This is an optimization exercise on Yosys and OpenROAD, whose aim is small area, a short achievable clock period and few clock cycles per item, not a production implementation.
Function was checked by simulation only, so behaviour that the tests miss may differ from the original.
Power figures rest on the tool's default switching activity, not on a simulated workload.

==> cedar: inputs <==
==> flow/design.v (excerpt) <==
module heading_pid_steer_controller (
   input  logic                  clock,
   input  logic                  reset,
   input  logic                  req_valid,
   output logic                  req_ready,
   input  logic [OP_W-1:0]       req_op,
   input  logic [ANGLE_IN_W-1:0] req_angle_in,
   input  logic [THROTTLE_W-1:0] req_throttle_in,
   input  logic                  req_enable_in,
   output logic                  rsp_valid,
   input  logic                  rsp_ready,
   output logic [STEER_W-1:0]    rsp_steer_out,
   output logic [THROTTLE_W-1:0] rsp_throttle_out,
   output logic                  rsp_in_band,
   input  logic                  csr_wr_en,
   input  logic [CSR_IDX_W-1:0]  csr_index,
   input  logic [CSR_DATA_W-1:0] csr_wr_data
);
   logic [GAIN_W-1:0]   gain_p, gain_i, gain_d;
   logic [LIMIT_W-1:0]  steer_limit;
   logic [BAND_W-1:0]   error_band;
  ...
export LEC_CHECK = 0
export ABC_CLOCK_PERIOD_IN_PS = 3000
export CAP_MARGIN = 20
export CORE_MARGIN = 2
export CORE_UTILIZATION = 50
export SETUP_SLACK_MARGIN = 2.6
export SLEW_MARGIN = 20
create_clock -name core_clock -period 6.0 [get_ports {clock}]
run.sh (not shown) runs the stock make flow with config.mk's settings and CLKGATE_MAP_FILE= SYNTH_SCRIPT=/design/flow/synth_recipe.tcl, a recipe that flattens the netlist after the stock synthesis.
==> inputs of onyx, as changes to cedar <==
--- a/flow/design.v
+++ b/flow/design.v
@@ -138,42 +138,41 @@
    logic                  f1_v;
    logic [OP_W-1:0]       f1_op;
    logic [HEADING_W-1:0]  f1_w;
    logic                  f1_en;
    logic                        f3_v, f3_dis;
    logic signed [HEADING_W-1:0] f3_err;
-   logic signed [HEADING_W-1:0]  yaw, target, prev;
+   logic signed [HEADING_W-1:0]  yaw, target;
    logic                         yaw_seen, enabled, clr_pend;
    logic signed [THROTTLE_W-1:0] thr;
    logic signed [INTEG_W-1:0]    integ;
    localparam logic [1:0] J_DIS  = 2'd0;
    localparam logic [1:0] J_BAND = 2'd1;
    localparam logic [1:0] J_OOB  = 2'd2;
    logic                         j_v;
    logic [1:0]                   j_kind;
    logic signed [HEADING_W-1:0]  j_err;
-   logic signed [DIFF_W-1:0]     j_diff;
    logic signed [THROTTLE_W-1:0] j_thr;
    logic                         j_clr;
    logic                         j_take;
    localparam logic [2:0] B_RDY = 3'd0;
    localparam logic [2:0] B_I2  = 3'd1;
    localparam logic [2:0] B_I3  = 3'd2;
    localparam logic [2:0] B_I4  = 3'd3;
    localparam logic [2:0] B_I5  = 3'd4;
    logic [2:0]                   b_st;
    logic signed [HEADING_W-1:0]  b_err;
-   logic signed [DIFF_W-1:0]     b_diff;
-   logic signed [THROTTLE_W-1:0] b_thr, e_thr;
+   logic signed [HEADING_W-1:0]  last_err;    
    logic                         b_clr;
+   logic signed [THROTTLE_W-1:0] b_thr, e_thr;
+   logic                         b_dz;
    logic signed [ACC_W-1:0]      acc;
    logic signed [HEADING_W-1:0] w;
    logic                        jump, tick_on;
    logic signed [HEADING_W-1:0] err;
    logic                        inband;
-   logic signed [DIFF_W-1:0]    diff;
    logic                        stall, adv;
    always_comb begin
       logic signed [DIFF_W-1:0]     td, d;
       logic [HEADING_W-1:0]         eabs;
       w = c_data[HEADING_W-1:0] - HEADING_W'(c_k * TWO_PI_Q);
       td   = DIFF_W'($signed(f1_w)) - DIFF_W'(target);
@@ -182,14 +181,13 @@
       d = DIFF_W'(target) - DIFF_W'(yaw);
       if (d > DIFF_W'(PI_Q))         err = d[HEADING_W-1:0] - HEADING_W'(TWO_PI_Q);
       else if (d < -(DIFF_W'(PI_Q))) err = d[HEADING_W-1:0] + HEADING_W'(TWO_PI_Q);
       else                           err = d[HEADING_W-1:0];
       eabs   = f3_err[HEADING_W-1] ? -f3_err : f3_err;
       inband = eabs < HEADING_W'(error_band);
-      diff   = DIFF_W'(f3_err) - DIFF_W'(prev);
-      stall = f3_v && j_v && !j_take;
+      stall = f3_v && q_v && !j_take;
       adv   = !stall;
    end
    assign req_ready = !c_v || adv;
    logic signed [2:0] in_k;
    always_comb begin
       logic signed [ANGLE_IN_W-1:0] x;
@@ -234,36 +232,32 @@
    always_ff @(posedge clock) begin
       if (reset) begin
          yaw      <= '0;
          yaw_seen <= 1'b0;
          target   <= '0;
          enabled  <= 1'b0;
-         prev     <= '0;
          clr_pend <= 1'b0;
          thr      <= '0;
       end else if (adv) begin
          if (f3_v && !f3_dis) begin
-            prev     <= f3_err;
             clr_pend <= 1'b0;
          end
          if (f1_v) begin
             unique case (f1_op)
                OP_YAW: begin
                   yaw      <= f1_w;
                   yaw_seen <= 1'b1;
                end
                OP_TARGET: begin
                   if (jump) begin
-                     prev     <= '0;
                      clr_pend <= 1'b1;
                   end
                   target <= f1_w;
                end
                OP_ENABLE: begin
                   if (f1_en && !enabled) begin
-                     prev     <= '0;
                      clr_pend <= 1'b1;
                   end else if (!f1_en && enabled) begin
                      thr <= '0;
                   end
                   enabled <= f1_en;
                end
@@ -273,28 +267,54 @@
                default: begin
                end
             endcase
          end
       end
    end
+   logic                         q_v;
+   logic [1:0]                   q_kind;
+   logic signed [HEADING_W-1:0]  q_err;
+   logic signed [THROTTLE_W-1:0] q_thr;
+   logic                         q_clr;
+   logic                         push, j_load;
+   logic [1:0]                   f3_kind;
+   always_comb begin
+      push    = f3_v && adv;
+      j_load  = !j_v || j_take;
+      f3_kind = f3_dis ? J_DIS : (inband ? J_BAND : J_OOB);
+   end
    always_ff @(posedge clock) begin
       if (reset) begin
          j_v <= 1'b0;
-      end else if (f3_v && adv) begin
-         j_v <= 1'b1;
-      end else if (j_take) begin
-         j_v <= 1'b0;
+         q_v <= 1'b0;
+      end else if (j_load) begin
+         j_v <= q_v || push;
+         q_v <= q_v && push;
+      end else begin
+         q_v <= q_v || push;
       end
    end
    always_ff @(posedge clock) begin
-      if (f3_v && adv) begin
-         j_kind <= f3_dis ? J_DIS : (inband ? J_BAND : J_OOB);
-         j_err  <= f3_err;
-         j_diff <= diff;
-         j_thr  <= thr;
-         j_clr  <= clr_pend;
+      if (j_load) begin
+         if (q_v) begin
+            j_kind <= q_kind;
+            j_err  <= q_err;
+            j_thr  <= q_thr;
+            j_clr  <= q_clr;
+         end else begin
+            j_kind <= f3_kind;
+            j_err  <= f3_err;
+            j_thr  <= thr;
+            j_clr  <= clr_pend;
+         end
+      end
+      if (push && (q_v || !j_load)) begin
+         q_kind <= f3_kind;
+         q_err  <= f3_err;
+         q_thr  <= thr;
+         q_clr  <= clr_pend;
       end
    end
    logic                      out_free;
    logic                      tp_drain, bp_first;
    logic                      take_oob, take_band, emit_job, fill_bp, e_fire, bp_fire;
    logic signed [INTEG_W-1:0] integ_new;
@@ -305,13 +325,15 @@
    logic signed [23:0] x_a, x_a_in;
    logic [15:0]        x_b_in;
    logic [8:0]         x_one, x_two, x_neg, enc_one, enc_two, enc_neg;
    logic               x_v, x_acc, x_gd, x_c15, x_c11;
    logic               x_v_in, x_acc_in, x_gd_in, x_c15_in, x_c11_in;
    logic [40:0]        y_s, y_c, mul_s, mul_c;
-   logic               y_v, y_acc, y_gd;
+   logic               y_v, y_acc, y_gd, y_int;
+   logic               x_int, x_int_in;
+   logic [ACC_W-1:0]   z_add;
    logic               e_v;
    hpid_benc u_benc (
       .b   (x_b_in),
       .one (enc_one),
       .two (enc_two),
       .neg (enc_neg)
@@ -324,32 +346,29 @@
       .add15 (x_c15),
       .add11 (x_c11),
       .s     (mul_s),
       .c     (mul_c)
    );
    always_comb begin
-      logic signed [16:0]        step;
-      logic signed [INTEG_W-1:0] integ_b;
       logic signed [17:0]        i_sum;
       logic [14:0]               hi;
       logic [13:0]               lo;
       logic [14:0]               lo_plus;
       out_free = !rsp_valid || rsp_ready;
       tp_drain = x_gd || y_gd || e_v;
       bp_first = bp_v && !bp_behind;
       e_fire  = e_v && out_free && !bp_first;
       bp_fire = bp_first && out_free;
       take_oob  = (b_st == B_RDY) && j_v && (j_kind == J_OOB) &&
                   (!tp_drain || (!rsp_valid && !bp_first));
-      take_band = ((b_st == B_RDY) || (b_st == B_I5)) && j_v && (j_kind != J_OOB) && !bp_v;
+      take_band = ((b_st == B_RDY) || (b_st == B_I4) || (b_st == B_I5)) && j_v &&
+                  (j_kind != J_OOB) && !bp_v;
       emit_job  = take_band && (b_st == B_RDY) && !tp_drain && out_free;
       fill_bp   = take_band && !emit_job;
       j_take    = take_oob || take_band;
-      step    = acc[32:16];
-      integ_b = b_clr ? 15'sd0 : integ;
-      i_sum   = 18'(integ_b) + 18'(step);
+      i_sum   = acc[33:16];
       if (i_sum > 18'sd8192)       integ_new = 15'sd8192;
       else if (i_sum < -18'sd8192) integ_new = -15'sd8192;
       else                         integ_new = i_sum[INTEG_W-1:0];
       if (acc[27:23] != {5{acc[27]}})
          deriv_sat = acc[27] ? 24'sh800000 : 24'sh7FFFFF;
       else
@@ -368,65 +387,80 @@
       x_b_in   = tick_period;
       x_v_in   = 1'b0;
       x_acc_in = 1'b0;
       x_gd_in  = 1'b0;
       x_c15_in = 1'b0;
       x_c11_in = 1'b0;
+      x_int_in = 1'b0;
       unique case (b_st)
          B_I2: begin
-            x_a_in = 24'(b_diff);
-            x_b_in = 16'(tick_rate);
+            if (b_dz) begin
+               x_a_in   = 24'(b_err);
+               x_b_in   = gain_p;
+               x_c11_in = 1'b1;
+            end else begin
+               x_a_in = 24'(DIFF_W'(b_err) - (b_clr ? DIFF_W'(0) : DIFF_W'(last_err)));
+               x_b_in = 16'(tick_rate);
+            end
             x_v_in = 1'b1;
          end
          B_I3: begin
             x_a_in   = 24'(b_err);
             x_b_in   = gain_p;
-            x_v_in   = 1'b1;
+            x_v_in   = !b_dz;
             x_c11_in = 1'b1;
          end
          B_I4: begin
             x_a_in   = 24'(integ_new);
             x_b_in   = gain_i;
             x_v_in   = 1'b1;
             x_acc_in = 1'b1;
+            x_gd_in  = b_dz;
          end
          B_I5: begin
             x_a_in   = deriv_sat;
             x_b_in   = gain_d;
             x_v_in   = 1'b1;
             x_acc_in = 1'b1;
             x_gd_in  = 1'b1;
          end
          default: begin
             x_v_in   = take_oob;
             x_c15_in = 1'b1;
+            x_int_in = !j_clr;
          end
       endcase
    end
    always_ff @(posedge clock) begin
       if (reset) begin
-         b_st  <= B_RDY;
-         integ <= '0;
+         b_st     <= B_RDY;
+         integ    <= '0;
+         last_err <= '0;
          x_v   <= 1'b0;
          x_gd  <= 1'b0;
          y_v   <= 1'b0;
          y_gd  <= 1'b0;
          e_v   <= 1'b0;
          bp_v  <= 1'b0;
       end else begin
          unique case (b_st)
             B_RDY: if (take_oob) b_st <= B_I2;
             B_I2:  b_st <= B_I3;
             B_I3:  b_st <= B_I4;
-            B_I4:  b_st <= B_I5;
+            B_I4:  b_st <= b_dz ? B_RDY : B_I5;
             default: b_st <= B_RDY;
          endcase
-         if (b_st == B_I4) begin
-            integ <= integ_new;
-         end else if (take_band && (j_kind == J_BAND)) begin
+         if (take_band && (j_kind == J_BAND)) begin
+            last_err <= j_err;
+         end else if (b_st == B_I2) begin
+            last_err <= b_err;
+         end
+         if (take_band && (j_kind == J_BAND)) begin
             integ <= '0;
+         end else if (b_st == B_I4) begin
+            integ <= integ_new;
          end
          x_v  <= x_v_in;
          x_gd <= x_gd_in;
          y_v  <= x_v;
          y_gd <= x_gd;
          if (y_gd) begin
@@ -449,32 +483,39 @@
       x_acc <= x_acc_in;
       x_c15 <= x_c15_in;
       x_c11 <= x_c11_in;
       y_s   <= mul_s;
       y_c   <= mul_c;
       y_acc <= x_acc;
+      x_int <= x_int_in;
+      y_int <= x_int;
       if (y_v) begin
-         acc <= y_s + y_c + (y_acc ? acc : '0);
+         acc <= y_s + y_c + z_add;
       end
       if (take_oob) begin
          b_err  <= j_err;
-         b_diff <= j_diff;
          b_thr  <= j_thr;
          b_clr  <= j_clr;
+         b_dz   <= (j_err == (j_clr ? HEADING_W'(0) : last_err));
       end
-      if (b_st == B_I5) begin
+      if (x_gd_in) begin
          e_thr <= b_thr;
       end
       if (fill_bp) begin
          bp_thr    <= (j_kind == J_BAND) ? j_thr : '0;
          bp_band   <= (j_kind == J_BAND);
          bp_behind <= (b_st != B_RDY) || (tp_drain && !e_fire);
       end else if (e_fire) begin
          bp_behind <= 1'b0;
       end
    end
+   always_comb begin
+      if (y_acc)      z_add = acc;
+      else if (y_int) z_add = ACC_W'({{(ACC_W-16-INTEG_W){integ[INTEG_W-1]}}, integ, 16'd0});
+      else            z_add = '0;
+   end
    always_ff @(posedge clock) begin
       if (reset) begin
          rsp_valid <= 1'b0;
       end else if (e_fire || bp_fire || emit_job) begin
          rsp_valid <= 1'b1;
       end else if (rsp_ready) begin
ABC_CLOCK_PERIOD_IN_PS = 3300   (was 3000)
CORE_UTILIZATION = 45   (was 50)
CTS_CLUSTER_DIAMETER = 130   (was default)
CTS_CLUSTER_SIZE = 26   (was default)
SETUP_SLACK_MARGIN = 2.3   (was 2.6)
==> comparison table <==
                                                    cedar          onyx
Status                     no timing/DRC/antenna violations  no timing/DRC/antenna violations
Fin util                                             0.6134        0.5023
Multi-input logic area                           23,820 um2    22,490 um2
Via density                                           5.720         5.557
Multi-input combinational cell count                  2,901         2,894
Power in sequential cells                           5.08 mW       5.78 mW
Slew at the pin closest to its max-slew limit      882.0 ps       1044 ps
TritonCTS Buffers                                        68            27
Amount of wire on met3 after detailed routing       5805 um       7024 um
Placement-stage worst setup slack                   1367 ps       1341 ps
Count of vias placed by the detailed router          30,390        29,540
Initial detailed-routing violation count              2,403         2,395
Worst R2R Setup Slack                               1720 ps       2310 ps
Reg2Reg Launch Point                           u_ctrl.b_clr  u_ctrl.y_acc
Mux cell area share after synthesis                 0.02341       0.03093
Gate count after technology mapping                   4,067         4,132
Testbench counts of cedar, summed over its fixed seeds: cycles 8,571, items 1,961.
Testbench counts of onyx, summed over its fixed seeds: cycles 7,635, items 1,961.

port drivers added, routing unchanged:
In the flow no input, the clock included, has a driving cell. The finished layouts below were timed again as built, in two steps. Step 1: set_driving_cell puts a clkbuf_16 on clock and a buf_2 on each other input, an assumption about the parent block. Step 2 times the ports against the registers' clock, not the clock port: input delays grow and output delays shrink by t, the midpoint of the rising clock arrivals with the driver on. Three values: ideal, step 1, step 2; two values: the first two.
run	shift t [ns]	slack for setup (ns)	clock arrival spread, ns
cedar	0.681	1.724 / 1.724 / 1.724	0.024 / 0.023
onyx	0.682	2.307 / 2.307 / 2.307	0.033 / 0.032
After both steps setup and hold are still met in every run listed.
